From an optimization exercise on the open Yosys and OpenROAD flow, aimed at small area; shortcuts taken in it are not production practice. In this exercise RTL edits were held to simulation tests only and were not proved equivalent to the original. Power and IR drop assume default switching activity.

--- flow/config.mk ---
export PLATFORM = sky130hd
export DESIGN_NAME = rs_top
export DESIGN_NICKNAME = rs_top
export VERILOG_FILES = /design/flow/design.v
export SDC_FILE = /design/flow/constraint.sdc
export NUM_CORES = 4
export LEC_CHECK = 0
export CAP_MARGIN = 20
export CORE_MARGIN = 2
export CORE_UTILIZATION = 40
export SLEW_MARGIN = 20
--- flow/design.v ---
`timescale 1ns/100ps
package rs_pkg;
    typedef logic [31:0] word_t;
    typedef logic [5:0]  phys_reg_t;
    typedef logic [7:0]  rob_order_t;
    typedef logic [1:0]  instr_class_t;
    typedef logic [15:0] ctrl_word_t;
    localparam instr_class_t CLASS_ALU = 2'd0;
    localparam instr_class_t CLASS_MUL = 2'd1;
    localparam instr_class_t CLASS_MEM = 2'd2;
endpackage
`timescale 1ns/100ps
module rs_dispatch_router (
    input  logic                 dispatch_valid,
    input  rs_pkg::instr_class_t dispatch_class,
    input  logic                 rs1_used,
    input  logic                 rs1_rdy,
    input  rs_pkg::phys_reg_t    rs1_paddr,
    input  rs_pkg::word_t        rs1_data,
    input  logic                 rs2_used,
    input  logic                 rs2_rdy,
    input  rs_pkg::phys_reg_t    rs2_paddr,
    input  rs_pkg::word_t        rs2_data,
    input  logic                 wb_valid,
    input  rs_pkg::phys_reg_t    wb_paddr,
    input  rs_pkg::word_t        wb_data,
    input  logic                 alu_full,
    input  logic                 mul_full,
    input  logic                 mem_full,
    output logic                 alu_push,
    output logic                 mul_push,
    output logic                 mem_push,
    output logic                 push_w1,
    output rs_pkg::word_t        push_v1,
    output logic                 push_w2,
    output rs_pkg::word_t        push_v2,
    output logic                 stall
);
    logic target_full;
    logic wait1, wait2, hit1, hit2;
    assign wait1 = rs1_used && !rs1_rdy;
    assign wait2 = rs2_used && !rs2_rdy;
    assign hit1  = wait1 && wb_valid && (rs1_paddr == wb_paddr);
    assign hit2  = wait2 && wb_valid && (rs2_paddr == wb_paddr);
    assign push_w1 = wait1 && !hit1;
    assign push_w2 = wait2 && !hit2;
    assign push_v1[31:6] = hit1 ? wb_data[31:6] : rs1_data[31:6];
    assign push_v2[31:6] = hit2 ? wb_data[31:6] : rs2_data[31:6];
    assign push_v1[5:0]  = hit1 ? wb_data[5:0] : (wait1 ? rs1_paddr : rs1_data[5:0]);
    assign push_v2[5:0]  = hit2 ? wb_data[5:0] : (wait2 ? rs2_paddr : rs2_data[5:0]);
    always_comb begin
        case (dispatch_class)
            rs_pkg::CLASS_ALU: target_full = alu_full;
            rs_pkg::CLASS_MUL: target_full = mul_full;
            rs_pkg::CLASS_MEM: target_full = mem_full;
            default:           target_full = 1'b0;
        endcase
    end
    assign stall = dispatch_valid && target_full;
    assign alu_push = dispatch_valid && !alu_full && dispatch_class == rs_pkg::CLASS_ALU;
    assign mul_push = dispatch_valid && !mul_full && dispatch_class == rs_pkg::CLASS_MUL;
    assign mem_push = dispatch_valid && !mem_full && dispatch_class == rs_pkg::CLASS_MEM;
endmodule
`timescale 1ns/100ps
module rs_unordered_station #(
    parameter int NUM_ENTRIES = 8
) (
    input  logic               clk,
    input  logic               rst,
    input  logic               push,
    input  logic               push_w1,
    input  rs_pkg::word_t      push_v1,
    input  logic               push_w2,
    input  rs_pkg::word_t      push_v2,
    input  rs_pkg::rob_order_t push_order,
    input  rs_pkg::ctrl_word_t push_ctrl,
    input  logic               wb_valid,
    input  rs_pkg::phys_reg_t  wb_paddr,
    input  rs_pkg::word_t      wb_data,
    output logic               full,
    input  logic               issue_req,
    output logic               issue_valid,
    output rs_pkg::rob_order_t issue_order,
    output rs_pkg::word_t      issue_rs1_data,
    output rs_pkg::word_t      issue_rs2_data,
    output rs_pkg::ctrl_word_t issue_ctrl
);
    logic [NUM_ENTRIES-1:0]       valid;
    logic [NUM_ENTRIES-1:0]       w1, w2;
    logic [NUM_ENTRIES-1:0][31:0] v1;
    logic [NUM_ENTRIES-1:0][31:0] v2;
    logic [NUM_ENTRIES-1:0][7:0] order;
    logic [NUM_ENTRIES-1:0][15:0] ctrl;
    logic [NUM_ENTRIES-1:0]       rdy;
    logic [NUM_ENTRIES-1:0]       free_sel;
    logic [NUM_ENTRIES-1:0]       issue_sel;
    logic [NUM_ENTRIES-1:0]       wake1, wake2;
    assign full = &valid;
    for (genvar i = 0; i < NUM_ENTRIES; i++) begin : g_wake
        assign wake1[i] = wb_valid && w1[i] && (v1[i][5:0] == wb_paddr);
        assign wake2[i] = wb_valid && w2[i] && (v2[i][5:0] == wb_paddr);
    end
    always_comb begin
        for (int i = 0; i < NUM_ENTRIES; i++) begin
            rdy[i]   = valid[i] && !w1[i] && !w2[i];
        end
    end
    always_comb begin
        for (int i = 0; i < NUM_ENTRIES; i++) begin
            free_sel[i]  = !valid[i] && ((valid & ((1 << i) - 1)) == ((1 << i) - 1));
            issue_sel[i] = rdy[i] && ((rdy & ((1 << i) - 1)) == '0);
        end
    end
    assign issue_valid = issue_req && (|rdy);
    always_comb begin
        issue_order    = '0;
        issue_rs1_data = '0;
        issue_rs2_data = '0;
        issue_ctrl     = '0;
        for (int i = 0; i < NUM_ENTRIES; i++) begin
            issue_order    = issue_order    | ({8{issue_sel[i]}}  & order[i]);
            issue_rs1_data = issue_rs1_data | ({32{issue_sel[i]}} & v1[i]);
            issue_rs2_data = issue_rs2_data | ({32{issue_sel[i]}} & v2[i]);
            issue_ctrl     = issue_ctrl     | ({16{issue_sel[i]}} & ctrl[i]);
        end
    end
    always_ff @(posedge clk) begin
        if (rst) begin
            valid <= '0;
        end else begin
            valid <= (valid & ~(issue_sel & {NUM_ENTRIES{issue_req}}))
                   | (free_sel & {NUM_ENTRIES{push}});
        end
    end
    always_ff @(posedge clk) begin
        for (int i = 0; i < NUM_ENTRIES; i++) begin
            if (push && free_sel[i]) begin
                w1[i]    <= push_w1;
                v1[i]    <= push_v1;
                w2[i]    <= push_w2;
                v2[i]    <= push_v2;
                order[i] <= push_order;
                ctrl[i]  <= push_ctrl;
            end else begin
                if (wake1[i]) begin
                    w1[i] <= 1'b0;
                    v1[i] <= wb_data;
                end
                if (wake2[i]) begin
                    w2[i] <= 1'b0;
                    v2[i] <= wb_data;
                end
            end
        end
    end
endmodule
`timescale 1ns/100ps
module rs_mem_queue #(
    parameter int ENTRY_BITS = 4
) (
    input  logic               clk,
    input  logic               rst,
    input  logic               push,
    input  logic               push_w1,
    input  rs_pkg::word_t      push_v1,
    input  logic               push_w2,
    input  rs_pkg::word_t      push_v2,
    input  rs_pkg::rob_order_t push_order,
    input  rs_pkg::ctrl_word_t push_ctrl,
    input  logic               wb_valid,
    input  rs_pkg::phys_reg_t  wb_paddr,
    input  rs_pkg::word_t      wb_data,
    input  rs_pkg::rob_order_t rob_head_order,
    output logic               full,
    input  logic               issue_req,
    output logic               issue_valid,
    output rs_pkg::rob_order_t issue_order,
    output rs_pkg::word_t      issue_rs1_data,
    output rs_pkg::word_t      issue_rs2_data,
    output rs_pkg::ctrl_word_t issue_ctrl
);
    localparam int NUM_ENTRIES = 2 ** ENTRY_BITS;
    typedef logic [ENTRY_BITS:0]   ptr_t;
    typedef logic [ENTRY_BITS-1:0] slot_t;
    logic [NUM_ENTRIES-1:0]       w1, w2;
    logic [NUM_ENTRIES-1:0][31:0] v1;
    logic [NUM_ENTRIES-1:0][31:0] v2;
    logic [NUM_ENTRIES-1:0][7:0] order;
    logic [NUM_ENTRIES-1:0][15:0] ctrl;
    ptr_t                   head;
    ptr_t                   tail;
    slot_t                  head_idx;
    slot_t                  tail_idx;
    logic                   empty;
    logic [NUM_ENTRIES-1:0] head_sel;
    logic                   head_w1, head_w2;
    logic                   do_issue;
    logic [NUM_ENTRIES-1:0] wake1, wake2;
    assign head_idx = head[ENTRY_BITS-1:0];
    assign tail_idx = tail[ENTRY_BITS-1:0];
    assign full  = (head[ENTRY_BITS] != tail[ENTRY_BITS]) && (head_idx == tail_idx);
    assign empty = (head == tail);
    for (genvar i = 0; i < NUM_ENTRIES; i++) begin : g_wake
        assign wake1[i] = wb_valid && w1[i] && (v1[i][5:0] == wb_paddr);
        assign wake2[i] = wb_valid && w2[i] && (v2[i][5:0] == wb_paddr);
    end
    always_comb begin
        for (int i = 0; i < NUM_ENTRIES; i++) begin
            head_sel[i] = (head_idx == slot_t'(i));
        end
    end
    always_comb begin
        head_w1        = 1'b0;
        head_w2        = 1'b0;
        issue_order    = '0;
        issue_rs1_data = '0;
        issue_rs2_data = '0;
        issue_ctrl     = '0;
        for (int i = 0; i < NUM_ENTRIES; i++) begin
            head_w1        = head_w1        | (head_sel[i] & w1[i]);
            head_w2        = head_w2        | (head_sel[i] & w2[i]);
            issue_order    = issue_order    | ({8{head_sel[i]}}  & order[i]);
            issue_rs1_data = issue_rs1_data | ({32{head_sel[i]}} & v1[i]);
            issue_rs2_data = issue_rs2_data | ({32{head_sel[i]}} & v2[i]);
            issue_ctrl     = issue_ctrl     | ({16{head_sel[i]}} & ctrl[i]);
        end
    end
    assign do_issue = issue_req && !empty && !head_w1 && !head_w2
                      && (issue_order == rob_head_order);
    assign issue_valid = do_issue;
    always_ff @(posedge clk) begin
        if (rst) begin
            head <= '0;
            tail <= '0;
        end else begin
            if (push) begin
                tail <= tail + ptr_t'(1);
            end
            if (do_issue) begin
                head <= head + ptr_t'(1);
            end
        end
    end
    always_ff @(posedge clk) begin
        for (int i = 0; i < NUM_ENTRIES; i++) begin
            if (push && tail_idx == slot_t'(i)) begin
                w1[i]    <= push_w1;
                v1[i]    <= push_v1;
                w2[i]    <= push_w2;
                v2[i]    <= push_v2;
                order[i] <= push_order;
                ctrl[i]  <= push_ctrl;
            end else begin
                if (wake1[i]) begin
                    w1[i] <= 1'b0;
                    v1[i] <= wb_data;
                end
                if (wake2[i]) begin
                    w2[i] <= 1'b0;
                    v2[i] <= wb_data;
                end
            end
        end
    end
endmodule
`timescale 1ns/100ps
module rs_top #(
    parameter int ALU_ENTRIES    = 8,
    parameter int MUL_ENTRIES    = 4,
    parameter int MEM_ENTRY_BITS = 4
) (
    input  logic                 clk,
    input  logic                 rst,
    input  logic                 dispatch_valid,
    input  rs_pkg::instr_class_t dispatch_class,
    input  rs_pkg::rob_order_t   dispatch_order,
    input  logic                 dispatch_rs1_used,
    input  logic                 dispatch_rs1_rdy,
    input  rs_pkg::phys_reg_t    dispatch_rs1_paddr,
    input  rs_pkg::word_t        dispatch_rs1_data,
    input  logic                 dispatch_rs2_used,
    input  logic                 dispatch_rs2_rdy,
    input  rs_pkg::phys_reg_t    dispatch_rs2_paddr,
    input  rs_pkg::word_t        dispatch_rs2_data,
    input  rs_pkg::ctrl_word_t   dispatch_ctrl,
    output logic                 stall,
    input  logic                 wb_valid,
    input  rs_pkg::phys_reg_t    wb_paddr,
    input  rs_pkg::word_t        wb_data,
    input  rs_pkg::rob_order_t   rob_head_order,
    input  logic                 alu_issue_req,
    output logic                 alu_issue_valid,
    output rs_pkg::rob_order_t   alu_issue_order,
    output rs_pkg::word_t        alu_issue_rs1_data,
    output rs_pkg::word_t        alu_issue_rs2_data,
    output rs_pkg::ctrl_word_t   alu_issue_ctrl,
    input  logic                 mul_issue_req,
    output logic                 mul_issue_valid,
    output rs_pkg::rob_order_t   mul_issue_order,
    output rs_pkg::word_t        mul_issue_rs1_data,
    output rs_pkg::word_t        mul_issue_rs2_data,
    output rs_pkg::ctrl_word_t   mul_issue_ctrl,
    input  logic                 mem_issue_req,
    output logic                 mem_issue_valid,
    output rs_pkg::rob_order_t   mem_issue_order,
    output rs_pkg::word_t        mem_issue_rs1_data,
    output rs_pkg::word_t        mem_issue_rs2_data,
    output rs_pkg::ctrl_word_t   mem_issue_ctrl
);
    logic          alu_push, mul_push, mem_push;
    logic          alu_full, mul_full, mem_full;
    logic          push_w1, push_w2;
    rs_pkg::word_t push_v1, push_v2;
    rs_dispatch_router rs_dispatch_router_i (
        .dispatch_valid (dispatch_valid),
        .dispatch_class (dispatch_class),
        .rs1_used       (dispatch_rs1_used),
        .rs1_rdy        (dispatch_rs1_rdy),
        .rs1_paddr      (dispatch_rs1_paddr),
        .rs1_data       (dispatch_rs1_data),
        .rs2_used       (dispatch_rs2_used),
        .rs2_rdy        (dispatch_rs2_rdy),
        .rs2_paddr      (dispatch_rs2_paddr),
        .rs2_data       (dispatch_rs2_data),
        .wb_valid       (wb_valid),
        .wb_paddr       (wb_paddr),
        .wb_data        (wb_data),
        .alu_full       (alu_full),
        .mul_full       (mul_full),
        .mem_full       (mem_full),
        .alu_push       (alu_push),
        .mul_push       (mul_push),
        .mem_push       (mem_push),
        .push_w1        (push_w1),
        .push_v1        (push_v1),
        .push_w2        (push_w2),
        .push_v2        (push_v2),
        .stall          (stall)
    );
    rs_unordered_station #(.NUM_ENTRIES(ALU_ENTRIES)) alu_station_i (
        .clk            (clk),
        .rst            (rst),
        .push           (alu_push),
        .push_w1        (push_w1),
        .push_v1        (push_v1),
        .push_w2        (push_w2),
        .push_v2        (push_v2),
        .push_order     (dispatch_order),
        .push_ctrl      (dispatch_ctrl),
        .wb_valid       (wb_valid),
        .wb_paddr       (wb_paddr),
        .wb_data        (wb_data),
        .full           (alu_full),
        .issue_req      (alu_issue_req),
        .issue_valid    (alu_issue_valid),
        .issue_order    (alu_issue_order),
        .issue_rs1_data (alu_issue_rs1_data),
        .issue_rs2_data (alu_issue_rs2_data),
        .issue_ctrl     (alu_issue_ctrl)
    );
    rs_unordered_station #(.NUM_ENTRIES(MUL_ENTRIES)) mul_station_i (
        .clk            (clk),
        .rst            (rst),
        .push           (mul_push),
        .push_w1        (push_w1),
        .push_v1        (push_v1),
        .push_w2        (push_w2),
        .push_v2        (push_v2),
        .push_order     (dispatch_order),
        .push_ctrl      (dispatch_ctrl),
        .wb_valid       (wb_valid),
        .wb_paddr       (wb_paddr),
        .wb_data        (wb_data),
        .full           (mul_full),
        .issue_req      (mul_issue_req),
        .issue_valid    (mul_issue_valid),
        .issue_order    (mul_issue_order),
        .issue_rs1_data (mul_issue_rs1_data),
        .issue_rs2_data (mul_issue_rs2_data),
        .issue_ctrl     (mul_issue_ctrl)
    );
    rs_mem_queue #(.ENTRY_BITS(MEM_ENTRY_BITS)) mem_queue_i (
        .clk            (clk),
        .rst            (rst),
        .push           (mem_push),
        .push_w1        (push_w1),
        .push_v1        (push_v1),
        .push_w2        (push_w2),
        .push_v2        (push_v2),
        .push_order     (dispatch_order),
        .push_ctrl      (dispatch_ctrl),
        .wb_valid       (wb_valid),
        .wb_paddr       (wb_paddr),
        .wb_data        (wb_data),
        .rob_head_order (rob_head_order),
        .full           (mem_full),
        .issue_req      (mem_issue_req),
        .issue_valid    (mem_issue_valid),
        .issue_order    (mem_issue_order),
        .issue_rs1_data (mem_issue_rs1_data),
        .issue_rs2_data (mem_issue_rs2_data),
        .issue_ctrl     (mem_issue_ctrl)
    );
endmodule
--- flow/constraint.sdc ---
create_clock -name core_clock -period 7.0 [get_ports {clk}]
set_input_delay 1.4000 -clock core_clock [delete_from_list [all_inputs] [get_ports {clk}]]
set_output_delay 1.4000 -clock core_clock [all_outputs]
set_load 0.01 [all_outputs]
--- flow/run.sh ---
#!/bin/bash
# synth_recipe.tcl (not shown) runs the flow's synth.tcl, then flattens the netlist and writes it again
# the make line also repeats each setting of config.mk as NAME=value (left out here)
make -C /OpenROAD-flow-scripts/flow DESIGN_CONFIG=/design/flow/config.mk WORK_HOME=/design/flow/orfs CLKGATE_MAP_FILE= SYNTH_SCRIPT=/design/flow/synth_recipe.tcl finish
==> notes.md, run 1 <==
top-area cell type share of the netlist area 68.00%; minimum period implied by the final worst setup slack 6.549 ns; data arrival time of the critical path 5.15 ns; syn nets 8895; number of iterations in the first detailed-routing pass 6; routed via count divided by cell count 6.576; largest vdd supply drop 0.1960 mV; Critical Setup Path Class reg2out; number of sinks handled by clock tree synthesis 2542; worst slew pin tran approximately 1.2 ns; upper clock frequency limit 152.7 MHz; Slew Viols, Final 0; final setup vio count 0; synthesized instance count 8728; period utilization 93.56%; ys flop type edfxtp_1; type of destination of the critical path output port; cell type with the largest total area after synthesis edfxtp_1; clock root buffer clkbuf_16; leading post-synthesis cells by instance count edfxtp_1, a21oi_1, nor2_1, clkbuf_1, o21ai_0; final hold violation count 0; Synth-to-Final Area Change 16.66%; Final #Nets 9045; Clock Latency Late Sink about 0.95 ns; layout cell share with drive strength beyond 1 9.767%; clock-pin slew of the registers on the worst-case setup and hold paths about 0.060 ns; post-CTS setup-driven buffer insertion count 0; first-pass GRT wire length 594.4 mm; post-route clock skew 0.04079 ns; MaxCap Viol Count 0; Crit Path Max Fanout 16; worst slew margin relative to its limit 16.77%; number of synthesized flops with an enable pin 2520; Synth Register Bits 2542; die width 531.5 microns; run status complete, no violations; largest net degree at the start of global routing 181; height of the die 531.5 microns; async set or reset register ratio after synthesis 0%; Fin Setup TNS 0 ns; Starting Density 40.22%; netlist area before placement 111300 sq um; HPWL after detailed placement 253.5 mm; vias post-DR 84030; DRT antenna net count 0; CTS Hold Buffers Added 0; CTS tree yes; Initial DRC Count 13800; sum of overflow across all layers after global routing 0; Fin Hold WS 0.5210 ns; vias in the first global route 79010; initial antenna violation count 11; standard cell core area 276700 sq um; Hold/Removal Path Class reg2reg; Resize count post-CTS 0; top area cells in the synthesized netlist edfxtp_1, a21oi_1, nor2_1; DRC Markers 0; Cell Rows approximately 190; syn avg cell area approximately 13 sq um; static leakage 41.97 nW; maximum clock insertion buffer count 4; sum of routed wire length over all layers 427.2 mm; Worst Setup Start Kind flip-flop; cell area reported after detailed placement 121100 sq um; Req. time, crit path around 5.6 ns; RSZ-0062 raised after global routing false; number of distinct standard cells referenced by the synthesized netlist 71; Buffers on Ports 426; die outline area 282500 sq um; Placer Congestion 0.9304; power per standard cell area 252.4 nW/um^2; CTS Buf Count 281; deepest level of the CTS H-tree 5; Fill cells 24420; GR Util All Layers 29.18%; wire length per cell 33.44 microns; number of synthesis warnings 4; sequential share of the synthesized area 68.39%; area of all placed cells without fillers ~130000 sq um; most instantiated library cell after synthesis edfxtp_1; Top Ports between 400 and 500
-- worst max-delay path, stage by stage, from the launching register on --
cell,delay [ns]
dfxtp_1,0.48
ha_1,0.69
buf_4,0.37
a22o_1,0.17
a211oi_1,0.05
a2111oi_0,0.69
buf_4,0.24
o21ai_0,0.13
a2111o_1,0.48
nor3_1,0.19
and4_1,0.20
clkdlybuf4s50_1,0.53
-- registers in the layout, summed over array words and instances (netlist names) --
register	cells
mem_queue_i.v1	512
mem_queue_i.v2	512
alu_station_i.v1	256
alu_station_i.v2	256
mem_queue_i.ctrl	256
alu_station_i.ctrl	128
mem_queue_i.order	128
mul_station_i.v1	128
mul_station_i.v2	128
alu_station_i.order	64
mul_station_i.ctrl	64
mul_station_i.order	32
mem_queue_i.w1	16
mem_queue_i.w2	16
alu_station_i.valid	8
alu_station_i.w1	8
alu_station_i.w2	8
mem_queue_i.head	5
mem_queue_i.tail	5
mul_station_i.valid	4
mul_station_i.w1	4
mul_station_i.w2	4
-- worst paths after layout --
kind	slack [ns]	cells after the start	start	endpoint
worst max register to register	2.02	10	mem_queue_i.head[3]$_SDFFE_PP0P_	mem_queue_i.v2[83]$_DFFE_PP_
worst max-delay path	0.45	11	mem_queue_i.head[1]$_SDFFE_PP0P_	mem_issue_valid
worst min-delay path	0.52	2	alu_station_i.valid[4]$_SDFF_PP0_	alu_station_i.valid[4]$_SDFF_PP0_
worst min register to register	0.52	2	alu_station_i.valid[4]$_SDFF_PP0_	alu_station_i.valid[4]$_SDFF_PP0_
-- metal layers --
metal | global-route usage [%] | up-vias | wire (microns)
met4 | 11.22 | 8 | 19090
li1 | - | 34300 | -
met3 | 6.403 | 1011 | 56180
met5 | 0 | - | 49
met1 | 40.15 | 42270 | 160400
met2 | 45.07 | 6435 | 191500
-- where the power goes --
part	switching (W)	internal, W	leakage [nW]
Combinational	0.00124	0.000552	14.9
Sequential	0.0000371	0.0168	23.0
Clock	0.00600	0.00811	4.11
Total	0.00728	0.0255	42.0
-- layout by cell type (no fill, tap or decap), drive strengths merged, types with 10 or more instances in the layout --
| cell | n |
|---|---|
| clkdlybuf4s50 | 411 |
| o21ai | 470 |
| nand3 | 80 |
| inv | 44 |
| nor2b | 10 |
| mux2i | 65 |
| xor2 | 213 |
| nor2 | 1044 |
| bufinv | 14 |
| a221o | 267 |
| a221oi | 410 |
| a22o | 326 |
| edfxtp | 2520 |
| a21oi | 1478 |
| or3 | 10 |
| buf | 340 |
| clkbuf | 365 |
| o41ai | 37 |
| a22oi | 113 |
| nor3b | 10 |
| dfxtp | 22 |
| nand2 | 317 |
| xnor2 | 148 |
| nand4 | 139 |
| clkinv | 91 |
-- final cells by class --
cell class                 count  area (sq um)  area share, %
clock inverter               113         872.1         0.6717
clock buffer                 363          7572          5.833
tap                         3705          4636          3.571
antenna                        2         5.005       0.003855
timing repair buffer         753          7560          5.823
multi-input combinational   5260         32850          25.30
inverter                      40         217.7         0.1677
sequential                  2542         76120          58.63
-- cell families after synthesis --
logic type / Yosys count / synth area share (%)
adders and majority gates: 8 / 0.08994
and+or+nand+nor: 1669 / 6.303
AOI/OAI and AO/OA: 3150 / 18.39
buffers and inverters: 926 / 3.224
xor gates and xnor gates: 361 / 2.841
muxes: 72 / 0.7600
DFF: 2542 / 68.39
-- metrics by stage --
stage          util, %  total power, W  setup slack, ns  std cells
2_1_floorplan        -         0.01808           0.3305       8728
3_3_place_gp     43.65         0.01886            1.450      12270
3_5_place_dp     43.74         0.01892            1.386      12290
4_1_cts          46.80         0.03273           0.3804      12760
5_1_grt          46.91         0.03345           0.1885      12780
6_report         46.91         0.03277           0.4510      12780
==> run 2: changes to the inputs <==
--- a/flow/design.v
+++ b/flow/design.v
@@ -87,8 +87,8 @@
 );
     logic [NUM_ENTRIES-1:0]       valid;
     logic [NUM_ENTRIES-1:0]       w1, w2;
-    logic [NUM_ENTRIES-1:0][31:0] v1;
-    logic [NUM_ENTRIES-1:0][31:0] v2;
+    logic [NUM_ENTRIES-1:0][31:0] nv1;
+    logic [NUM_ENTRIES-1:0][31:0] nv2;
     logic [NUM_ENTRIES-1:0][7:0] order;
     logic [NUM_ENTRIES-1:0][15:0] ctrl;
     logic [NUM_ENTRIES-1:0]       rdy;
@@ -97,8 +97,8 @@
     logic [NUM_ENTRIES-1:0]       wake1, wake2;
     assign full = &valid;
     for (genvar i = 0; i < NUM_ENTRIES; i++) begin : g_wake
-        assign wake1[i] = wb_valid && w1[i] && (v1[i][5:0] == wb_paddr);
-        assign wake2[i] = wb_valid && w2[i] && (v2[i][5:0] == wb_paddr);
+        assign wake1[i] = wb_valid && w1[i] && (nv1[i][5:0] == ~wb_paddr);
+        assign wake2[i] = wb_valid && w2[i] && (nv2[i][5:0] == ~wb_paddr);
     end
     always_comb begin
         for (int i = 0; i < NUM_ENTRIES; i++) begin
@@ -119,8 +119,8 @@
         issue_ctrl     = '0;
         for (int i = 0; i < NUM_ENTRIES; i++) begin
             issue_order    = issue_order    | ({8{issue_sel[i]}}  & order[i]);
-            issue_rs1_data = issue_rs1_data | ({32{issue_sel[i]}} & v1[i]);
-            issue_rs2_data = issue_rs2_data | ({32{issue_sel[i]}} & v2[i]);
+            issue_rs1_data = issue_rs1_data | ({32{issue_sel[i]}} & ~nv1[i]);
+            issue_rs2_data = issue_rs2_data | ({32{issue_sel[i]}} & ~nv2[i]);
             issue_ctrl     = issue_ctrl     | ({16{issue_sel[i]}} & ctrl[i]);
         end
     end
@@ -132,24 +132,23 @@
                    | (free_sel & {NUM_ENTRIES{push}});
         end
     end
-    always_ff @(posedge clk) begin
-        for (int i = 0; i < NUM_ENTRIES; i++) begin
-            if (push && free_sel[i]) begin
-                w1[i]    <= push_w1;
-                v1[i]    <= push_v1;
-                w2[i]    <= push_w2;
-                v2[i]    <= push_v2;
+    for (genvar i = 0; i < NUM_ENTRIES; i++) begin : g_entry
+        logic sp, sw1, sw2;
+        assign sp  = push && (free_sel[i]);
+        assign sw1 = !sp && wake1[i];
+        assign sw2 = !sp && wake2[i];
+        always_ff @(posedge clk) begin
+            if (sp || sw1) begin
+                nv1[i] <= ~(({32{sp}} | wb_data) & ({32{sw1}} | push_v1));
+            end
+            if (sp || sw2) begin
+                nv2[i] <= ~(({32{sp}} | wb_data) & ({32{sw2}} | push_v2));
+            end
+            w1[i] <= sp ? push_w1 : (w1[i] && !wake1[i]);
+            w2[i] <= sp ? push_w2 : (w2[i] && !wake2[i]);
+            if (sp) begin
                 order[i] <= push_order;
                 ctrl[i]  <= push_ctrl;
-            end else begin
-                if (wake1[i]) begin
-                    w1[i] <= 1'b0;
-                    v1[i] <= wb_data;
-                end
-                if (wake2[i]) begin
-                    w2[i] <= 1'b0;
-                    v2[i] <= wb_data;
-                end
             end
         end
     end
@@ -183,8 +182,8 @@
     typedef logic [ENTRY_BITS:0]   ptr_t;
     typedef logic [ENTRY_BITS-1:0] slot_t;
     logic [NUM_ENTRIES-1:0]       w1, w2;
-    logic [NUM_ENTRIES-1:0][31:0] v1;
-    logic [NUM_ENTRIES-1:0][31:0] v2;
+    logic [NUM_ENTRIES-1:0][31:0] nv1;
+    logic [NUM_ENTRIES-1:0][31:0] nv2;
     logic [NUM_ENTRIES-1:0][7:0] order;
     logic [NUM_ENTRIES-1:0][15:0] ctrl;
     ptr_t                   head;
@@ -201,8 +200,8 @@
     assign full  = (head[ENTRY_BITS] != tail[ENTRY_BITS]) && (head_idx == tail_idx);
     assign empty = (head == tail);
     for (genvar i = 0; i < NUM_ENTRIES; i++) begin : g_wake
-        assign wake1[i] = wb_valid && w1[i] && (v1[i][5:0] == wb_paddr);
-        assign wake2[i] = wb_valid && w2[i] && (v2[i][5:0] == wb_paddr);
+        assign wake1[i] = wb_valid && w1[i] && (nv1[i][5:0] == ~wb_paddr);
+        assign wake2[i] = wb_valid && w2[i] && (nv2[i][5:0] == ~wb_paddr);
     end
     always_comb begin
         for (int i = 0; i < NUM_ENTRIES; i++) begin
@@ -220,8 +219,8 @@
             head_w1        = head_w1        | (head_sel[i] & w1[i]);
             head_w2        = head_w2        | (head_sel[i] & w2[i]);
             issue_order    = issue_order    | ({8{head_sel[i]}}  & order[i]);
-            issue_rs1_data = issue_rs1_data | ({32{head_sel[i]}} & v1[i]);
-            issue_rs2_data = issue_rs2_data | ({32{head_sel[i]}} & v2[i]);
+            issue_rs1_data = issue_rs1_data | ({32{head_sel[i]}} & ~nv1[i]);
+            issue_rs2_data = issue_rs2_data | ({32{head_sel[i]}} & ~nv2[i]);
             issue_ctrl     = issue_ctrl     | ({16{head_sel[i]}} & ctrl[i]);
         end
     end
@@ -241,24 +240,23 @@
             end
         end
     end
-    always_ff @(posedge clk) begin
-        for (int i = 0; i < NUM_ENTRIES; i++) begin
-            if (push && tail_idx == slot_t'(i)) begin
-                w1[i]    <= push_w1;
-                v1[i]    <= push_v1;
-                w2[i]    <= push_w2;
-                v2[i]    <= push_v2;
+    for (genvar i = 0; i < NUM_ENTRIES; i++) begin : g_entry
+        logic sp, sw1, sw2;
+        assign sp  = push && (tail_idx == slot_t'(i));
+        assign sw1 = !sp && wake1[i];
+        assign sw2 = !sp && wake2[i];
+        always_ff @(posedge clk) begin
+            if (sp || sw1) begin
+                nv1[i] <= ~(({32{sp}} | wb_data) & ({32{sw1}} | push_v1));
+            end
+            if (sp || sw2) begin
+                nv2[i] <= ~(({32{sp}} | wb_data) & ({32{sw2}} | push_v2));
+            end
+            w1[i] <= sp ? push_w1 : (w1[i] && !wake1[i]);
+            w2[i] <= sp ? push_w2 : (w2[i] && !wake2[i]);
+            if (sp) begin
                 order[i] <= push_order;
                 ctrl[i]  <= push_ctrl;
-            end else begin
-                if (wake1[i]) begin
-                    w1[i] <= 1'b0;
-                    v1[i] <= wb_data;
-                end
-                if (wake2[i]) begin
-                    w2[i] <= 1'b0;
-                    v2[i] <= wb_data;
-                end
             end
         end
     end
==> flow/flow/run.sh (new file) <==
#!/bin/bash
# Standard layout, with two changes: the port buffers are the smallest buffer
# (every port still gets one), and CTS inserts no dummy loads.
set -euo pipefail
cd "$(dirname "$0")/.."
{
  echo 'export BUFFER_PORTS_ARGS = -buffer_cell sky130_fd_sc_hd__buf_1'
  echo 'export CTS_ARGS = -sink_clustering_enable -repair_clock_nets -sink_clustering_size 22 -sink_clustering_max_diameter 60 -buf_list sky130_fd_sc_hd__clkbuf_16 -dont_use_dummy_load'
} >> config.mk
bash standard.sh > standard.log 2>&1
==> flow/standard.sh (new file) <==
#!/bin/bash
# synth_recipe.tcl (not shown) runs the flow's synth.tcl, then flattens the netlist and writes it again
# the make line also repeats each setting of config.mk as NAME=value (left out here)
make -C /OpenROAD-flow-scripts/flow DESIGN_CONFIG=/design/flow/config.mk WORK_HOME=/design/flow/orfs CLKGATE_MAP_FILE= SYNTH_SCRIPT=/design/flow/synth_recipe.tcl "${@:-finish}"
--- a/flow/config.mk
+++ b/flow/config.mk
@@ -7,5 +7,10 @@
 export LEC_CHECK = 0
 export CAP_MARGIN = 20
 export CORE_MARGIN = 2
-export CORE_UTILIZATION = 40
+export CORE_UTILIZATION = 50
+export CTS_BUF_LIST = sky130_fd_sc_hd__clkbuf_16
+export CTS_CLUSTER_DIAMETER = 60
+export CTS_CLUSTER_SIZE = 22
 export SLEW_MARGIN = 20
+export BUFFER_PORTS_ARGS = -buffer_cell sky130_fd_sc_hd__buf_1
+export CTS_ARGS = -sink_clustering_enable -repair_clock_nets -sink_clustering_size 22 -sink_clustering_max_diameter 60 -buf_list sky130_fd_sc_hd__clkbuf_16 -dont_use_dummy_load
removed: flow/run.sh
==> run 2 against run 1 <==
- die area fell by 20%
- highest routed layer unchanged
- first-iteration DRC count increased by 21%
- register-to-register slack worse by 0.35 ns
- sequential cell count unchanged
- still clean
- largest cell class unchanged
- synthesized cell count shrank 2.7%
- clock power down 34%
- combinational power grew 8%
- critical path depth decreased by 2
- global-route usage grew 10 points
- total power decreased by 14%
- synthesized area decreased by 0.46%
==> notes.md, run 2 <==
sequential share of the synthesized area 68.20%; Initial DRC Count 16650; period utilization 88.10%; CP max-delay cell nand2_4; Starting Density 50.37%; type of destination of the critical path output port; RSZ-0062 raised after global routing false; cell type with the largest total area after synthesis edfxtp_1; Buffers on Ports between 400 and 500; standard cell core area 219900 sq um; upper clock frequency limit ~160 MHz; Critical Setup Path Class reg2out; syn nets 8657; wire length per cell just over 40 microns; Clock Latency Late Sink 0.87 ns; clock-pin slew of the registers on the worst-case setup and hold paths 0.09 ns; netlist area before placement 110800 sq um; Fin Setup TNS 0 ns; Req. time, crit path 5.60 ns; layout cell share with drive strength beyond 1 9.330%; sum of routed wire length over all layers around 460 mm; largest registers mem_queue_i.nv1 (512), mem_queue_i.nv2 (512); largest net degree at the start of global routing 102; async set or reset register ratio after synthesis 0%; Synth-to-Final Area Change 7.879%; Synth Register Bits approximately 2500; largest vdd supply drop approximately 0.23 mV; routed via count divided by cell count approximately 7.7; number of distinct standard cells referenced by the synthesized netlist just under 70; Cell Chain, Critical Path inv_1 -> ha_2 -> buf_4 -> nand2_4 -> buf_4 -> o22ai_1 -> nor4_1 -> nand2_1 -> buf_1; Cell Rows 172; Placer Congestion ~0.99; first-pass GRT wire length 628.4 mm; final hold violation count 0; clock root buffer clkbuf_16; CTS Hold Buffers Added 0; data arrival time of the critical path 4.77 ns; synthesized instance count ~8500; top-area cell type share of the netlist area 66.79%; CTS Buf Count between 150 and 200; number of synthesis warnings 4; initial antenna violation count 20; Top Ports approximately 430; Worst Setup Start Kind flip-flop; sum of overflow across all layers after global routing 0; DRT antenna net count 0; top area cells in the synthesized netlist edfxtp_1, o22ai_1, clkbuf_1; gate family responsible for the most delay along the worst path simple AND/OR/NAND/NOR gates; worst slew margin relative to its limit 10.80%; vias in the first global route around 82000; worst slew pin tran 1.338 ns; MaxCap Viol Count 0; crit path buf inv count 4; Crit Path Max Fanout 44; critical path's most frequent cell buf_4; leading post-synthesis cells by instance count edfxtp_1, o22ai_1, clkbuf_1, nor2_1, nand2_1; post-CTS setup-driven buffer insertion count 0; Pwr Total 0.02803 W; CTS tree yes; number of sinks handled by clock tree synthesis approximately 2500; GR Util All Layers between 30% and 40%; minimum period implied by the final worst setup slack slightly above 6 ns; deepest level of the CTS H-tree 4; vias post-DR about 87000; Final #Nets 8508; die outline area 225400 sq um; run status complete, no violations; most common library cell in the layout ignoring fill and taps edfxtp_1; number of synthesized flops with an enable pin 2464; Hold/Removal Path Class reg2reg; Slew Viols, Final 0; die width 474.7 microns; maximum clock insertion buffer count 3; power per standard cell area roughly 230 nW/um^2; DRC Markers 0; Resize count post-CTS 0; final setup vio count 0; post-route clock skew 0.06998 ns; number of iterations in the first detailed-routing pass 8; register-to-register setup slack 1.67 ns; HPWL after detailed placement roughly 270 mm; height of the die 474.7 microns; leading cell types in the layout, fill and taps excluded edfxtp_1, o22ai_1, nor2_1; static leakage 35.61 nW; most instantiated library cell after synthesis edfxtp_1; ys flop type edfxtp_1; syn avg cell area 13.05 sq um; stage delay of the slowest cell on the critical path 0.82 ns
-- run 2: per-stage QoR --
step	area (sq um)	hold WS [ns]	util, %	std cells	worst slack, ns
floorplan	110800	0.4422	-	8490	2.883
global placement	115000	0.4590	52.29	11120	1.432
detailed placement	115200	0.4725	52.37	11130	1.714
CTS	119400	0.4822	54.28	11290	0.9361
global route	119500	0.5096	54.33	11300	0.7770
finish	119500	0.4849	54.34	11310	0.8328
-- run 2: where the power goes --
part           leakage [nW]  total, W  switching, W  internal, W
clock network          2.07   0.00927       0.00503      0.00424
logic                  10.8   0.00194       0.00141     0.000532
registers              22.7    0.0168     0.0000425       0.0168
-- run 2: final timing paths --
path | start | to | depth (start not counted)
setup reg to reg | mem_queue_i.head[3]$_SDFFE_PP0P_ | mem_queue_i.nv2[62]$_DFFE_PP_ | 10
hold / removal | mul_station_i.w1[2]$_DFF_P_ | mul_station_i.w1[2]$_DFF_P_ | 2
hold reg to reg | mul_station_i.w1[2]$_DFF_P_ | mul_station_i.w1[2]$_DFF_P_ | 2
setup / recovery | mem_queue_i.head[0]$_SDFFE_PP0P_ | mem_issue_rs2_data[6] | 9
-- run 2: cell type report --
| class | count | area (sq um) |
|---|---|---|
| clock buffers | 168 | 4204 |
| multi-input cells | 4844 | 31610 |
| fillers | 18480 | 100400 |
| inverters | 53 | 259.0 |
| repair buffers | 732 | 4165 |
| well taps | 2958 | 3701 |
| diodes | 8 | 20.02 |
| flip-flops and latches | 2542 | 75560 |
-- run 2: layer usage --
layer	up-vias	GRT usage (%)	share of wire, %
met1	43690	52.28	35
met5	-	0	0.019
li1	34090	-	-
met2	7792	56.88	42
met4	14	22.09	6.8
met3	1465	13.20	16
-- run 2: cells by family (layout without fill, tap and decap cells) --
| logic type | count (synthesis) | after routing | share of synthesized area [%] |
|---|---|---|---|
| simple gates | 1251 | 1251 | 5.405 |
| other cells | 0 | 8 | 0 |
| compound gates | 3151 | 3151 | 18.78 |
| flops | 2542 | 2542 | 68.20 |
| fa+ha+maj | 8 | 8 | 0.09036 |
| mux | 73 | 73 | 0.7228 |
| xor+xnor | 361 | 361 | 2.854 |
| buf+inv | 1104 | 953 | 3.952 |
-- run 2: worst reg2reg max path: stages, from the launching register on --
cell	delay, ns
dfxtp_2	0.80
xor2_1	0.14
nor4_1	0.40
nor2b_2	0.73
nor3_2	0.15
buf_4	0.28
nand3_1	0.42
inv_4	0.46
nor2_4	1.12
buf_4	0.37
o22ai_1	0.09
==> run 3: changes to the inputs <==
==> flow/flow/run.sh (replaced) <==
#!/bin/bash
# Standard layout, with two changes: the port buffers are the smallest buffer
# (every port still gets one), and CTS inserts no dummy loads.
set -euo pipefail
cd "$(dirname "$0")/.."
{
  echo 'export BUFFER_PORTS_ARGS = -buffer_cell sky130_fd_sc_hd__buf_1'
  echo 'export CTS_ARGS = -sink_clustering_enable -repair_clock_nets -sink_clustering_size 14 -sink_clustering_max_diameter 50 -buf_list sky130_fd_sc_hd__clkbuf_8 -dont_use_dummy_load'
} >> config.mk
bash standard.sh > standard.log 2>&1
==> flow/config.mk (replaced) <==
export PLATFORM = sky130hd
export DESIGN_NAME = rs_top
export DESIGN_NICKNAME = rs_top
export VERILOG_FILES = /design/flow/design.v
export SDC_FILE = /design/flow/constraint.sdc
export NUM_CORES = 4
export LEC_CHECK = 0
export CAP_MARGIN = 20
export CORE_MARGIN = 2
export CORE_UTILIZATION = 55
export CTS_BUF_LIST = sky130_fd_sc_hd__clkbuf_8
export CTS_CLUSTER_DIAMETER = 50
export CTS_CLUSTER_SIZE = 14
export SLEW_MARGIN = 20
export BUFFER_PORTS_ARGS = -buffer_cell sky130_fd_sc_hd__buf_1
export CTS_ARGS = -sink_clustering_enable -repair_clock_nets -sink_clustering_size 14 -sink_clustering_max_diameter 50 -buf_list sky130_fd_sc_hd__clkbuf_8 -dont_use_dummy_load
==> run 3 against run 2 <==
- register-to-register slack improved by 0.13 ns
- die area decreased by 9.0%
- largest power group unchanged
- utilization increased by 5.1 points
- via count increased by 2.2%
- sequential share of layout area increased by 0.31 points
- global-route usage increased by 5.4 points
- design area decreased by 0.49%
- synthesized cell count unchanged
- sequential power about the same
- final cell count decreased by 1.5%
- sequential cell count unchanged
- count of clock-buffer cells in the layout increased by 106
==> notes.md, run 3 <==
run status complete, no violations; part of the total power dissipated in combinational logic 6.9%; clock root buffer clkbuf_8; die width ~450 microns; cell type with the largest total area after synthesis edfxtp_1; Cell Rows around 160; top area cells in the synthesized netlist edfxtp_1, o22ai_1, clkbuf_1; clock-pin slew of the registers on the worst-case setup and hold paths roughly 0.060 ns; final hold violation count 0; vias post-DR 88930; data arrival time of the critical path 4.96 ns; most instantiated library cell after synthesis edfxtp_1; cell internal pwr roughly 0.021 W; die outline area 205000 sq um; leading cell types in the layout, fill and taps excluded edfxtp_1, o22ai_1, nor2_1; upper clock frequency limit around 160 MHz; leading post-synthesis cells by instance count edfxtp_1, o22ai_1, clkbuf_1, nor2_1, nand2_1; cell total after placement ~11000; switching part of the total power 23.95%; Clock Latency Late Sink ~1.1 ns; final setup vio count 0; initial antenna violation count 27; vias in the first global route 84110; Buffers on Ports 426; height of the die 452.8 microns; number of synthesized flops with an enable pin ~2500; type of destination of the critical path output port; GR Util All Layers 44.79%; largest vdd supply drop ~0.18 mV; power per standard cell area 230.0 nW/um^2; Req. time, crit path around 5.6 ns; worst slew margin relative to its limit 15.88%; register share of total power 61.5%; post-CTS setup-driven buffer insertion count 0; sum of routed wire length over all layers 471.7 mm; netlist area before placement 110800 sq um; HPWL after detailed placement around 270 mm; period utilization between 90% and 100%; synthesized instance count 8490; Top Ports ~430; Starting Density a little under three fifths; Final #Nets 8634; sequential share of the synthesized area 68.20%; number of iterations in the first detailed-routing pass 7; minimum period implied by the final worst setup slack between 6 and 7 ns; deepest level of the CTS H-tree 5; largest net degree at the start of global routing around 90; first-pass GRT wire length about 650 mm; post-route clock skew 0.09373 ns; Crit Path Max Fanout 50; static leakage 35.66 nW; maximum clock insertion buffer count 4; Hold/Removal Path Class reg2reg; number of distinct standard cells referenced by the synthesized netlist 68; standard cell core area 200100 sq um; Placer Congestion 0.9330; syn nets 8657; routed via count divided by cell count 7.982; Fin Setup TNS 0 ns; most common library cell in the layout ignoring fill and taps edfxtp_1; Synth-to-Final Area Change 7.346%; layout cell share with drive strength beyond 1 a little over a tenth; top-area cell type share of the netlist area approximately two thirds; number of sinks handled by clock tree synthesis 2542; DRC Markers 0; Initial DRC Count 16330; CTS tree yes; Fill cells roughly 16000; number of synthesis warnings 4; Slew Viols, Final 0; Worst Setup Start Kind flip-flop; fin cells 11140; sw power between 0.006 and 0.007 W; ys flop type edfxtp_1; CTS Hold Buffers Added 0; CTS Buf Count 274; DRT antenna net count 0; syn avg cell area 13.05 sq um; Resize count post-CTS 0; largest registers mem_queue_i.nv1 (512), mem_queue_i.nv2 (512); MaxCap Viol Count 0; worst slew pin tran 1.262 ns; wire length per cell between 40 and 50 microns; share of power burned in the clock network about a third; Synth Register Bits 2542; sum of overflow across all layers after global routing 0; async set or reset register ratio after synthesis 0%; RSZ-0062 raised after global routing false; Critical Setup Path Class reg2out
-- run 3: cell count changes in the layout (fill, tap and decap cells not counted), moves of 3 or more --
cell,change
clkbuf_8,+274
clkbuf_16,-168
clkbuf_2,+20
diode_2,+12
buf_12,+11
buf_4,+11
buf_1,-10
buf_2,-10
nor2_2,+9
nor2_4,-9
clkinv_2,-5
inv_4,+5
buf_16,-3
-- run 3: metrics by stage --
stage	util [%]	area (sq um)	hold WS, ns	setup slack [ns]	power, W
CTS	59.33	118700	0.4783	0.7067	0.02718
global placement	57.44	114900	0.4587	1.868	0.01891
floorplan	-	110800	0.4422	2.883	0.01818
detailed placement	57.45	114900	0.4704	1.824	0.01895
finish	59.44	118900	0.4776	0.6391	0.02736
global route	59.42	118900	0.5082	0.5421	0.02784
-- run 3: worst paths after layout --
kind                                    end  slack, ns                             start  cells past startpoint
max                  mem_issue_rs1_data[27]       0.64  mem_queue_i.head[1]$_SDFFE_PP0P_                      8
min reg2reg     mul_station_i.w1[3]$_DFF_P_       0.48       mul_station_i.w1[3]$_DFF_P_                      2
max reg2reg  mem_queue_i.nv1[212]$_DFFE_PP_       1.80  mem_queue_i.head[3]$_SDFFE_PP0P_                     11
min             mul_station_i.w1[3]$_DFF_P_       0.48       mul_station_i.w1[3]$_DFF_P_                      2
-- run 3: cell families (layout without fill, tap and decap cells) --
logic type      Yosys count  count (layout)  share of synthesized area, %
xor+xnor                361             361                         2.854
flops                  2542            2542                         68.20
compound gates         3151            3151                         18.78
simple gates           1251            1251                         5.405
buf+inv                1104            1079                         3.952
other cells               0              20                             0
fa+ha+maj                 8               8                       0.09036
mux                      73              73                        0.7228
-- run 3: worst max-delay path, cell delays in order, from the launching register on --
cell and delay [ns]:
dfxtp_1 0.37, inv_1 0.10, ha_1 0.89, nand2_4 0.89
buf_4 0.58, o22ai_1 0.21, nor2_1 0.07, nand4_1 0.35
buf_1 0.21
-- run 3: power by group through the flow --
| stage | registers, W | clock network [W] | logic [W] |
|---|---|---|---|
| global route | 0.0168 | 0.00907 | 0.00195 |
| floorplan | 0.0171 | 0 | 0.00103 |
| detailed placement | 0.0172 | 0 | 0.00179 |
| CTS | 0.0168 | 0.00856 | 0.00180 |
| finish | 0.0168 | 0.00865 | 0.00189 |
| global placement | 0.0172 | 0 | 0.00175 |
-- run 3: layout make-up --
type	count	area [sq um]	share of cell area, %
sequential	2542	75560	63.53
multi-input combinational	4844	31550	26.53
timing repair buffer	752	4409	3.708
clock buffer	274	3771	3.171
tap	2656	3323	2.794
inverter	53	265.3	0.2230
antenna	20	50.05	0.04208
-- run 3: metal layers --
layer | global-route usage, % | share of wire (%) | vias up
met5 | 0.09328 | 0.14 | -
met4 | 27.51 | 7.7 | 35
met3 | 14.51 | 15 | 1979
met2 | 65.96 | 43 | 8239
met1 | 57.74 | 34 | 44350
li1 | - | - | 34330
==> run 4: changes to the inputs <==
--- a/flow/design.v
+++ b/flow/design.v
@@ -31,8 +31,10 @@
     output logic                 mul_push,
     output logic                 mem_push,
     output logic                 push_w1,
+    output logic                 push_hit1,
     output rs_pkg::word_t        push_v1,
     output logic                 push_w2,
+    output logic                 push_hit2,
     output rs_pkg::word_t        push_v2,
     output logic                 stall
 );
@@ -42,12 +44,12 @@
     assign wait2 = rs2_used && !rs2_rdy;
     assign hit1  = wait1 && wb_valid && (rs1_paddr == wb_paddr);
     assign hit2  = wait2 && wb_valid && (rs2_paddr == wb_paddr);
-    assign push_w1 = wait1 && !hit1;
-    assign push_w2 = wait2 && !hit2;
-    assign push_v1[31:6] = hit1 ? wb_data[31:6] : rs1_data[31:6];
-    assign push_v2[31:6] = hit2 ? wb_data[31:6] : rs2_data[31:6];
-    assign push_v1[5:0]  = hit1 ? wb_data[5:0] : (wait1 ? rs1_paddr : rs1_data[5:0]);
-    assign push_v2[5:0]  = hit2 ? wb_data[5:0] : (wait2 ? rs2_paddr : rs2_data[5:0]);
+    assign push_w1   = wait1 && !hit1;
+    assign push_w2   = wait2 && !hit2;
+    assign push_hit1 = hit1;
+    assign push_hit2 = hit2;
+    assign push_v1   = {rs1_data[31:6], wait1 ? rs1_paddr : rs1_data[5:0]};
+    assign push_v2   = {rs2_data[31:6], wait2 ? rs2_paddr : rs2_data[5:0]};
     always_comb begin
         case (dispatch_class)
             rs_pkg::CLASS_ALU: target_full = alu_full;
@@ -69,8 +71,10 @@
     input  logic               rst,
     input  logic               push,
     input  logic               push_w1,
+    input  logic               push_hit1,
     input  rs_pkg::word_t      push_v1,
     input  logic               push_w2,
+    input  logic               push_hit2,
     input  rs_pkg::word_t      push_v2,
     input  rs_pkg::rob_order_t push_order,
     input  rs_pkg::ctrl_word_t push_ctrl,
@@ -133,16 +137,18 @@
         end
     end
     for (genvar i = 0; i < NUM_ENTRIES; i++) begin : g_entry
-        logic sp, sw1, sw2;
+        logic sp, sp1, sp2, sw1, sw2;
         assign sp  = push && (free_sel[i]);
-        assign sw1 = !sp && wake1[i];
-        assign sw2 = !sp && wake2[i];
+        assign sw1 = sp ? push_hit1 : wake1[i];
+        assign sw2 = sp ? push_hit2 : wake2[i];
+        assign sp1 = sp && !push_hit1;
+        assign sp2 = sp && !push_hit2;
         always_ff @(posedge clk) begin
-            if (sp || sw1) begin
-                nv1[i] <= ~(({32{sp}} | wb_data) & ({32{sw1}} | push_v1));
+            if (sp || wake1[i]) begin
+                nv1[i] <= ~(({32{sp1}} | wb_data) & ({32{sw1}} | push_v1));
             end
-            if (sp || sw2) begin
-                nv2[i] <= ~(({32{sp}} | wb_data) & ({32{sw2}} | push_v2));
+            if (sp || wake2[i]) begin
+                nv2[i] <= ~(({32{sp2}} | wb_data) & ({32{sw2}} | push_v2));
             end
             w1[i] <= sp ? push_w1 : (w1[i] && !wake1[i]);
             w2[i] <= sp ? push_w2 : (w2[i] && !wake2[i]);
@@ -161,8 +167,10 @@
     input  logic               rst,
     input  logic               push,
     input  logic               push_w1,
+    input  logic               push_hit1,
     input  rs_pkg::word_t      push_v1,
     input  logic               push_w2,
+    input  logic               push_hit2,
     input  rs_pkg::word_t      push_v2,
     input  rs_pkg::rob_order_t push_order,
     input  rs_pkg::ctrl_word_t push_ctrl,
@@ -241,16 +249,18 @@
         end
     end
     for (genvar i = 0; i < NUM_ENTRIES; i++) begin : g_entry
-        logic sp, sw1, sw2;
+        logic sp, sp1, sp2, sw1, sw2;
         assign sp  = push && (tail_idx == slot_t'(i));
-        assign sw1 = !sp && wake1[i];
-        assign sw2 = !sp && wake2[i];
+        assign sw1 = sp ? push_hit1 : wake1[i];
+        assign sw2 = sp ? push_hit2 : wake2[i];
+        assign sp1 = sp && !push_hit1;
+        assign sp2 = sp && !push_hit2;
         always_ff @(posedge clk) begin
-            if (sp || sw1) begin
-                nv1[i] <= ~(({32{sp}} | wb_data) & ({32{sw1}} | push_v1));
+            if (sp || wake1[i]) begin
+                nv1[i] <= ~(({32{sp1}} | wb_data) & ({32{sw1}} | push_v1));
             end
-            if (sp || sw2) begin
-                nv2[i] <= ~(({32{sp}} | wb_data) & ({32{sw2}} | push_v2));
+            if (sp || wake2[i]) begin
+                nv2[i] <= ~(({32{sp2}} | wb_data) & ({32{sw2}} | push_v2));
             end
             w1[i] <= sp ? push_w1 : (w1[i] && !wake1[i]);
             w2[i] <= sp ? push_w2 : (w2[i] && !wake2[i]);
@@ -307,7 +317,7 @@
 );
     logic          alu_push, mul_push, mem_push;
     logic          alu_full, mul_full, mem_full;
-    logic          push_w1, push_w2;
+    logic          push_w1, push_w2, push_hit1, push_hit2;
     rs_pkg::word_t push_v1, push_v2;
     rs_dispatch_router rs_dispatch_router_i (
         .dispatch_valid (dispatch_valid),
@@ -330,8 +340,10 @@
         .mul_push       (mul_push),
         .mem_push       (mem_push),
         .push_w1        (push_w1),
+        .push_hit1      (push_hit1),
         .push_v1        (push_v1),
         .push_w2        (push_w2),
+        .push_hit2      (push_hit2),
         .push_v2        (push_v2),
         .stall          (stall)
     );
@@ -340,8 +352,10 @@
         .rst            (rst),
         .push           (alu_push),
         .push_w1        (push_w1),
+        .push_hit1      (push_hit1),
         .push_v1        (push_v1),
         .push_w2        (push_w2),
+        .push_hit2      (push_hit2),
         .push_v2        (push_v2),
         .push_order     (dispatch_order),
         .push_ctrl      (dispatch_ctrl),
@@ -361,8 +375,10 @@
         .rst            (rst),
         .push           (mul_push),
         .push_w1        (push_w1),
+        .push_hit1      (push_hit1),
         .push_v1        (push_v1),
         .push_w2        (push_w2),
+        .push_hit2      (push_hit2),
         .push_v2        (push_v2),
         .push_order     (dispatch_order),
         .push_ctrl      (dispatch_ctrl),
@@ -382,8 +398,10 @@
         .rst            (rst),
         .push           (mem_push),
         .push_w1        (push_w1),
+        .push_hit1      (push_hit1),
         .push_v1        (push_v1),
         .push_w2        (push_w2),
+        .push_hit2      (push_hit2),
         .push_v2        (push_v2),
         .push_order     (dispatch_order),
         .push_ctrl      (dispatch_ctrl),
==> flow/config.mk (replaced) <==
export PLATFORM = sky130hd
export DESIGN_NAME = rs_top
export DESIGN_NICKNAME = rs_top
export VERILOG_FILES = /design/flow/design.v
export SDC_FILE = /design/flow/constraint.sdc
export NUM_CORES = 4
export LEC_CHECK = 0
export CAP_MARGIN = 10
export CORE_MARGIN = 2
export CORE_UTILIZATION = 50
export CTS_BUF_LIST = sky130_fd_sc_hd__clkbuf_8
export CTS_CLUSTER_DIAMETER = 50
export CTS_CLUSTER_SIZE = 14
export SLEW_MARGIN = 10
export BUFFER_PORTS_ARGS = -buffer_cell sky130_fd_sc_hd__buf_1
export CTS_ARGS = -sink_clustering_enable -repair_clock_nets -sink_clustering_size 14 -sink_clustering_max_diameter 50 -buf_list sky130_fd_sc_hd__clkbuf_8 -dont_use_dummy_load
==> run 4 against run 3 <==
- setup slack worse by 0.19 ns
- highest routed layer unchanged
- sequential cell count unchanged
- sequential share of layout area up 0.14 points
- critical path type unchanged
==> notes.md, run 4 <==
cell type with the largest total area after synthesis edfxtp_1; Starting Density approximately 50%; Synth-to-Final Area Change 7.894%; register share of total power 61.7%; most common library cell in the layout ignoring fill and taps edfxtp_1; Final #Nets about 8600; most instantiated library cell after synthesis edfxtp_1; async set or reset register ratio after synthesis 0%; DP Worst Slack approximately 1.7 ns; Synth Register Bits between 2000 and 3000; cell internal pwr ~0.021 W; ys flop type edfxtp_1; CTS Hold Buffers Added 0; Initial DRC Count between 15000 and 20000; type of destination of the critical path output port; maximum clock insertion buffer count 4; number of sinks handled by clock tree synthesis 2542; Top Ports 427; number of synthesis warnings 4; vias post-DR between 80000 and 90000; clock root buffer clkbuf_8; clock-pin slew of the registers on the worst-case setup and hold paths 0.09 ns; number of iterations in the first detailed-routing pass 7; leading cell types in the layout, fill and taps excluded edfxtp_1, o22ai_1, nor2_1; gate family responsible for the most delay along the worst path simple AND/OR/NAND/NOR gates; first-pass GRT wire length 606.5 mm; sum of overflow across all layers after global routing 0; sum of routed wire length over all layers 435.5 mm; Resize count post-CTS 0; RSZ-0062 raised after global routing false; sw power between 0.006 and 0.007 W; Cell Rows 172; worst setup slack after layout 0.4517 ns; switching part of the total power between 20% and 30%; period utilization 93.55%; Clock Latency Late Sink around 1.1 ns; sequential share of the synthesized area approximately 69%; Slew Viols, Final 0; number of synthesized flops with an enable pin 2464; upper clock frequency limit 152.7 MHz; Req. time, crit path 5.60 ns; CTS tree yes; Buffers on Ports 426; Fin Setup TNS 0 ns; crit path buf inv count 1; Placer Congestion 0.9063; part of the total power dissipated in combinational logic 6.4%; wire length per cell 38.55 microns; CTS Buf Count 279; deepest level of the CTS H-tree 5; Cell Chain, Critical Path nor2b_1 -> and2_1 -> o2bb2ai_1 -> a211oi_1 -> nand4_1 -> or3_1 -> nor4b_1 -> buf_1; routed via count divided by cell count 7.644; static leakage 35.46 nW; number of distinct standard cells referenced by the synthesized netlist 61; Critical Setup Path Class reg2out; syn avg cell area ~13 sq um; Crit Path Max Fanout 20; stage delay of the slowest cell on the critical path a little under 0.9 ns; post-route clock skew ~0.12 ns; DRC Markers 0; Worst Setup Start Kind flip-flop; netlist area before placement approximately 110000 sq um; final hold violation count 0; worst slew pin tran about 1.4 ns; layout cell share with drive strength beyond 1 a little over a tenth; power per standard cell area 229.3 nW/um^2; leading post-synthesis cells by instance count edfxtp_1, o22ai_1, clkbuf_1, nor2_1, nand2_1; initial antenna violation count 10; vias in the first global route 81660; worst slew margin relative to its limit 7.108%; share of power burned in the clock network between 30% and 40%; run status complete, no violations; synthesized instance count 8485; Hold/Removal Path Class reg2reg; top area cells in the synthesized netlist edfxtp_1, o22ai_1, clkbuf_1; minimum period implied by the final worst setup slack 6.548 ns; die outline area about 220000 sq um; final setup vio count 0; syn nets 8652; largest net degree at the start of global routing 83; post-CTS setup-driven buffer insertion count 0; top-area cell type share of the netlist area between 60% and 70%; CP max-delay cell dfxtp_1; GR Util All Layers about 38%; Fin Hold WS between 0.5 and 0.6 ns; largest vdd supply drop 0.2372 mV; HPWL after detailed placement 249.3 mm; height of the die 473.0 microns; die width 473.0 microns; data arrival time of the critical path 5.15 ns; standard cell core area 219100 sq um; DRT antenna net count 0; largest registers mem_queue_i.nv1 (512), mem_queue_i.nv2 (512); MaxCap Viol Count 0
-- run 4: cell types whose count changed in the layout (fill, tap and decap cells not counted), moves of 21 or more --
cell      before  now
a21oi_4       12   39
buf_1        376  340
clkbuf_2      39   80
inv_4         25    0
mux2_2        53    5
nand4_1      100  121
nor2_1       481  447
o21ai_0      102  124
xnor2_1      180  124
xor2_1       181  241
-- run 4: area by class of cell --
cell class	instances	area [sq um]
Clock buffer	279	3840
Antenna cell	6	15.01
Fill cell	18440	100400
Inverter	34	127.6
Tap cell	2871	3592
Multi-Input combinational cell	4816	31180
Timing Repair Buffer	751	4344
Sequential cell	2542	75550
-- run 4: final timing paths --
check	from	end	slack, ns	cells after the start
worst max-delay path	mem_queue_i.head[2]$_SDFFE_PP0P_	mem_issue_valid	0.45	8
worst max register to register	mem_queue_i.head[2]$_SDFFE_PP0P_	mem_queue_i.nv1[509]$_DFFE_PP_	1.47	11
worst min register to register	mul_station_i.valid[3]$_SDFF_PP0_	mul_station_i.valid[3]$_SDFF_PP0_	0.50	2
worst min-delay path	mul_station_i.valid[3]$_SDFF_PP0_	mul_station_i.valid[3]$_SDFF_PP0_	0.50	2
-- run 4: power groups by stage --
| stage | Clock, W | Sequential, W | Combinational (W) |
|---|---|---|---|
| 5_1_grt | 0.00916 | 0.0168 | 0.00181 |
| 4_1_cts | 0.00864 | 0.0168 | 0.00169 |
| 3_5_place_dp | 0 | 0.0171 | 0.00168 |
| 6_report | 0.00867 | 0.0168 | 0.00175 |
| 3_3_place_gp | 0 | 0.0171 | 0.00164 |
| 2_1_floorplan | 0 | 0.0171 | 0.000987 |
-- run 4: cell families (layout without fill, tap and decap cells) --
kind of cell	Yosys count	in the layout	share of synthesized area (%)
compound gates	3192	3192	18.98
xor+xnor	365	365	2.907
fa+ha+maj	8	8	0.09103
buf+inv	1127	1064	3.994
flops	2542	2542	68.70
mux	24	24	0.2378
other cells	0	6	0
simple gates	1227	1227	5.092
-- run 4: per-stage QoR --
step / instance area (sq um) / util (%) / std cells / power, W
6_report: 118700 / 54.16 / 11300 / 0.02721
5_1_grt: 118600 / 54.15 / 11300 / 0.02777
4_1_cts: 118600 / 54.13 / 11290 / 0.02712
3_5_place_dp: 114700 / 52.38 / 11010 / 0.01882
3_3_place_gp: 114700 / 52.35 / 11010 / 0.01877
2_1_floorplan: 110000 / - / 8485 / 0.01811
-- run 4: per-layer routing --
| layer | global-route usage, % | up-vias | part of all wire (%) |
|---|---|---|---|
| met5 | 0 | - | 0.014 |
| met4 | 19.82 | 10 | 6.2 |
| met3 | 10.85 | 1341 | 15 |
| met2 | 54.04 | 7872 | 42 |
| met1 | 51.98 | 43050 | 36 |
| li1 | - | 34100 | - |
-- run 4: worst min-delay path: stages, from the launching register on --
cell	delay, ns
dfxtp_1	0.34
nand2_1	0.06
a21oi_1	0.05
==> run 5: changes to the inputs <==
==> flow/flow/run.sh (replaced) <==
#!/bin/bash
# Standard layout, with two changes: the port buffers are the smallest buffer
# (every port still gets one), and CTS inserts no dummy loads.
set -euo pipefail
cd "$(dirname "$0")/.."
{
  echo 'export BUFFER_PORTS_ARGS = -buffer_cell sky130_fd_sc_hd__buf_1'
  echo 'export CTS_ARGS = -sink_clustering_enable -repair_clock_nets -sink_clustering_size 15 -sink_clustering_max_diameter 60 -buf_list sky130_fd_sc_hd__clkbuf_8 -dont_use_dummy_load'
} >> config.mk
bash standard.sh > standard.log 2>&1
==> flow/config.mk (replaced) <==
export PLATFORM = sky130hd
export DESIGN_NAME = rs_top
export DESIGN_NICKNAME = rs_top
export VERILOG_FILES = /design/flow/design.v
export SDC_FILE = /design/flow/constraint.sdc
export NUM_CORES = 4
export LEC_CHECK = 0
export CAP_MARGIN = 10
export CORE_MARGIN = 2
export CORE_UTILIZATION = 50
export CTS_BUF_LIST = sky130_fd_sc_hd__clkbuf_8
export CTS_CLUSTER_DIAMETER = 60
export CTS_CLUSTER_SIZE = 15
export SLEW_MARGIN = 10
export BUFFER_PORTS_ARGS = -buffer_cell sky130_fd_sc_hd__buf_1
export CTS_ARGS = -sink_clustering_enable -repair_clock_nets -sink_clustering_size 15 -sink_clustering_max_diameter 60 -buf_list sky130_fd_sc_hd__clkbuf_8 -dont_use_dummy_load
==> run 5 against run 4 <==
- sequential share of layout area grew 0.57 points
- largest cell class unchanged
- largest power group unchanged
- register-to-register slack improved by 0.07 ns
- highest routed layer unchanged
- worst hold slack better by 0.0013 ns
- critical endpoint unchanged
- still clean
- critical path type unchanged
- first-iteration DRC count grew 2.3%
- utilization down 0.48 points
- routed wire length decreased by 0.41%
- via count decreased by 0.36%
- sequential power is essentially flat
- critical path depth unchanged
==> notes.md, run 5 <==
wire length per cell 38.65 microns; CTS Buf Count 203; startpoint of the most critical register-to-register path mem_queue_i.head[2]$_SDFFE_PP0P_; DP Worst Slack 1.681 ns; Clock Latency Late Sink 1.05 ns; leading cell types in the layout, fill and taps excluded edfxtp_1, o22ai_1, nor2_1; Finished Core Util 53.68%; Fin Setup TNS 0 ns; RSZ-0062 raised after global routing false; die outline area 223700 sq um; largest registers mem_queue_i.nv1 (512), mem_queue_i.nv2 (512); period utilization 92.49%; Buffers on Ports approximately 430; MaxCap Viol Count 0; CTS Hold Buffers Added 0; routed via count divided by cell count about 7.7; cell type with the largest total area after synthesis edfxtp_1; worst min-delay path endpoint alu_station_i.valid[5]$_SDFF_PP0_; Slew Viols, Final 0; layout cell share with drive strength beyond 1 9.933%; run status complete, no violations; Worst Setup Start Kind flip-flop; netlist area before placement 110000 sq um; Resize count post-CTS 0; vias post-DR 86060; number of iterations in the first detailed-routing pass 6; number of sinks handled by clock tree synthesis 2542; largest net degree at the start of global routing 83; Initial DRC Count 15610; leading post-synthesis cells by instance count edfxtp_1, o22ai_1, clkbuf_1, nor2_1, nand2_1; Req. time, crit path roughly 5.6 ns; minimum period implied by the final worst setup slack 6.474 ns; worst slew pin tran 1.370 ns; most common library cell in the layout ignoring fill and taps edfxtp_1; Starting Density 50.20%; post-route clock skew 0.1636 ns; post-CTS setup-driven buffer insertion count 0; worst slew margin relative to its limit 8.433%; synthesized instance count 8485; sum of routed wire length over all layers 433.7 mm; Crit Path Max Fanout 21; largest vdd supply drop 0.2315 mV; Top Ports 427; Hold/Removal Path Class reg2reg; number of synthesized flops with an enable pin 2464; most instantiated library cell after synthesis edfxtp_1; type of destination of the critical path output port; ys flop type edfxtp_1; final hold violation count 0; clock root buffer clkbuf_8; Synth Register Bits 2542; sequential share of the synthesized area 68.70%; standard cell core area 219100 sq um; clock-pin slew of the registers on the worst-case setup and hold paths about 0.09 ns; Placer Congestion around 0.91; Fill cells ~19000; capture instance of the worst register-to-register path mem_queue_i.nv1[501]$_DFFE_PP_; Final #Nets 8515; initial antenna violation count 13; register-to-register setup slack 1.54 ns; DRT antenna net count 0; sum of overflow across all layers after global routing 0; power per standard cell area 220.7 nW/um^2; Hold Path Cell Cnt 2; syn avg cell area about 13 sq um; static leakage 34.92 nW; HP Start alu_station_i.valid[5]$_SDFF_PP0_; worst reg2reg path depth 11; syn nets 8652; GR Util All Layers between 30% and 40%; final setup vio count 0
-- run 5: cell counts after synthesis --
Identical to the previous run, type by type.
-- run 5: worst max path at each step --
stage | startpoint | slack [ns] | cells past startpoint | endpoint
floorplan | mem_queue_i.head[0]$_SDFFE_PP0P_ | 2.69 | 12 | mem_issue_valid
global placement | wb_paddr[5] | 1.53 | 8 | mem_queue_i.nv1[212]$_DFFE_PP_
detailed placement | wb_paddr[5] | 1.68 | 8 | mem_queue_i.nv1[115]$_DFFE_PP_
CTS | mem_queue_i.head[2]$_SDFFE_PP0P_ | 0.57 | 8 | mem_issue_valid
global route | mem_queue_i.head[2]$_SDFFE_PP0P_ | 0.45 | 8 | mem_issue_valid
finish | mem_queue_i.head[2]$_SDFFE_PP0P_ | 0.53 | 8 | mem_issue_valid
-- run 5: report_power, final --
part	total, W	internal (W)	switching (W)
Sequential	0.0168	0.0168	0.0000385
Combinational	0.00175	0.000486	0.00126
Clock	0.00742	0.00258	0.00484
Total	0.0260	0.0198	0.00614
-- run 5: layout make-up --
| type | count | area (sq um) | area share [%] |
|---|---|---|---|
| clock buffer | 203 | 2794 | 2.376 |
| tap | 2871 | 3592 | 3.054 |
| antenna | 6 | 15.01 | 0.01277 |
| timing repair buffer | 751 | 4344 | 3.694 |
| sequential | 2542 | 75550 | 64.24 |
| multi-input combinational | 4816 | 31180 | 26.51 |
| inverter | 34 | 127.6 | 0.1085 |
-- run 5: per-stage QoR --
stage | total power, W | std cells | area, sq um
5_1_grt | 0.02647 | 11220 | 117600
3_3_place_gp | 0.01877 | 11010 | 114700
2_1_floorplan | 0.01811 | 8485 | 110000
4_1_cts | 0.02585 | 11220 | 117500
3_5_place_dp | 0.01882 | 11010 | 114700
6_report | 0.02595 | 11220 | 117600
-- run 5: kinds of logic (layout without fill, tap and decap cells) --
| family | Yosys count | in the layout | synth area share [%] |
|---|---|---|---|
| AO/OA/AOI/OAI | 3192 | 3192 | 18.98 |
| XOR/XNOR | 365 | 365 | 2.907 |
| adder cells (fa/ha/maj) | 8 | 8 | 0.09103 |
| buffers and inverters | 1127 | 988 | 3.994 |
| flip-flops | 2542 | 2542 | 68.70 |
| multiplexers | 24 | 24 | 0.2378 |
| other | 0 | 6 | 0 |
| AND/OR/NAND/NOR | 1227 | 1227 | 5.092 |
-- run 5: critical path, cell delays in order (launching register included) --
cell,delay [ns]
dfxtp_1,0.85
nor2b_1,0.43
nand2_4,0.58
o22ai_1,0.22
nor4_1,0.32
nand4_1,0.28
or3_1,0.44
nor4b_1,0.65
buf_1,0.22
-- run 5: layer usage --
layer  share of wire, %  global-route usage [%]
met4                6.1                   19.48
met1                 36                   52.36
met3                 15                   10.04
met2                 42                   54.03
met5              0.017                       0

Re-timed with assumed drivers on the ports (clkbuf_16 on the clock, buf_2 on other inputs), run 5 has 0.438 ns of setup slack against 0.526 ns with ideal ports, and 1.454 ns once port delays also move by the mid clock arrival of 1.072 ns.
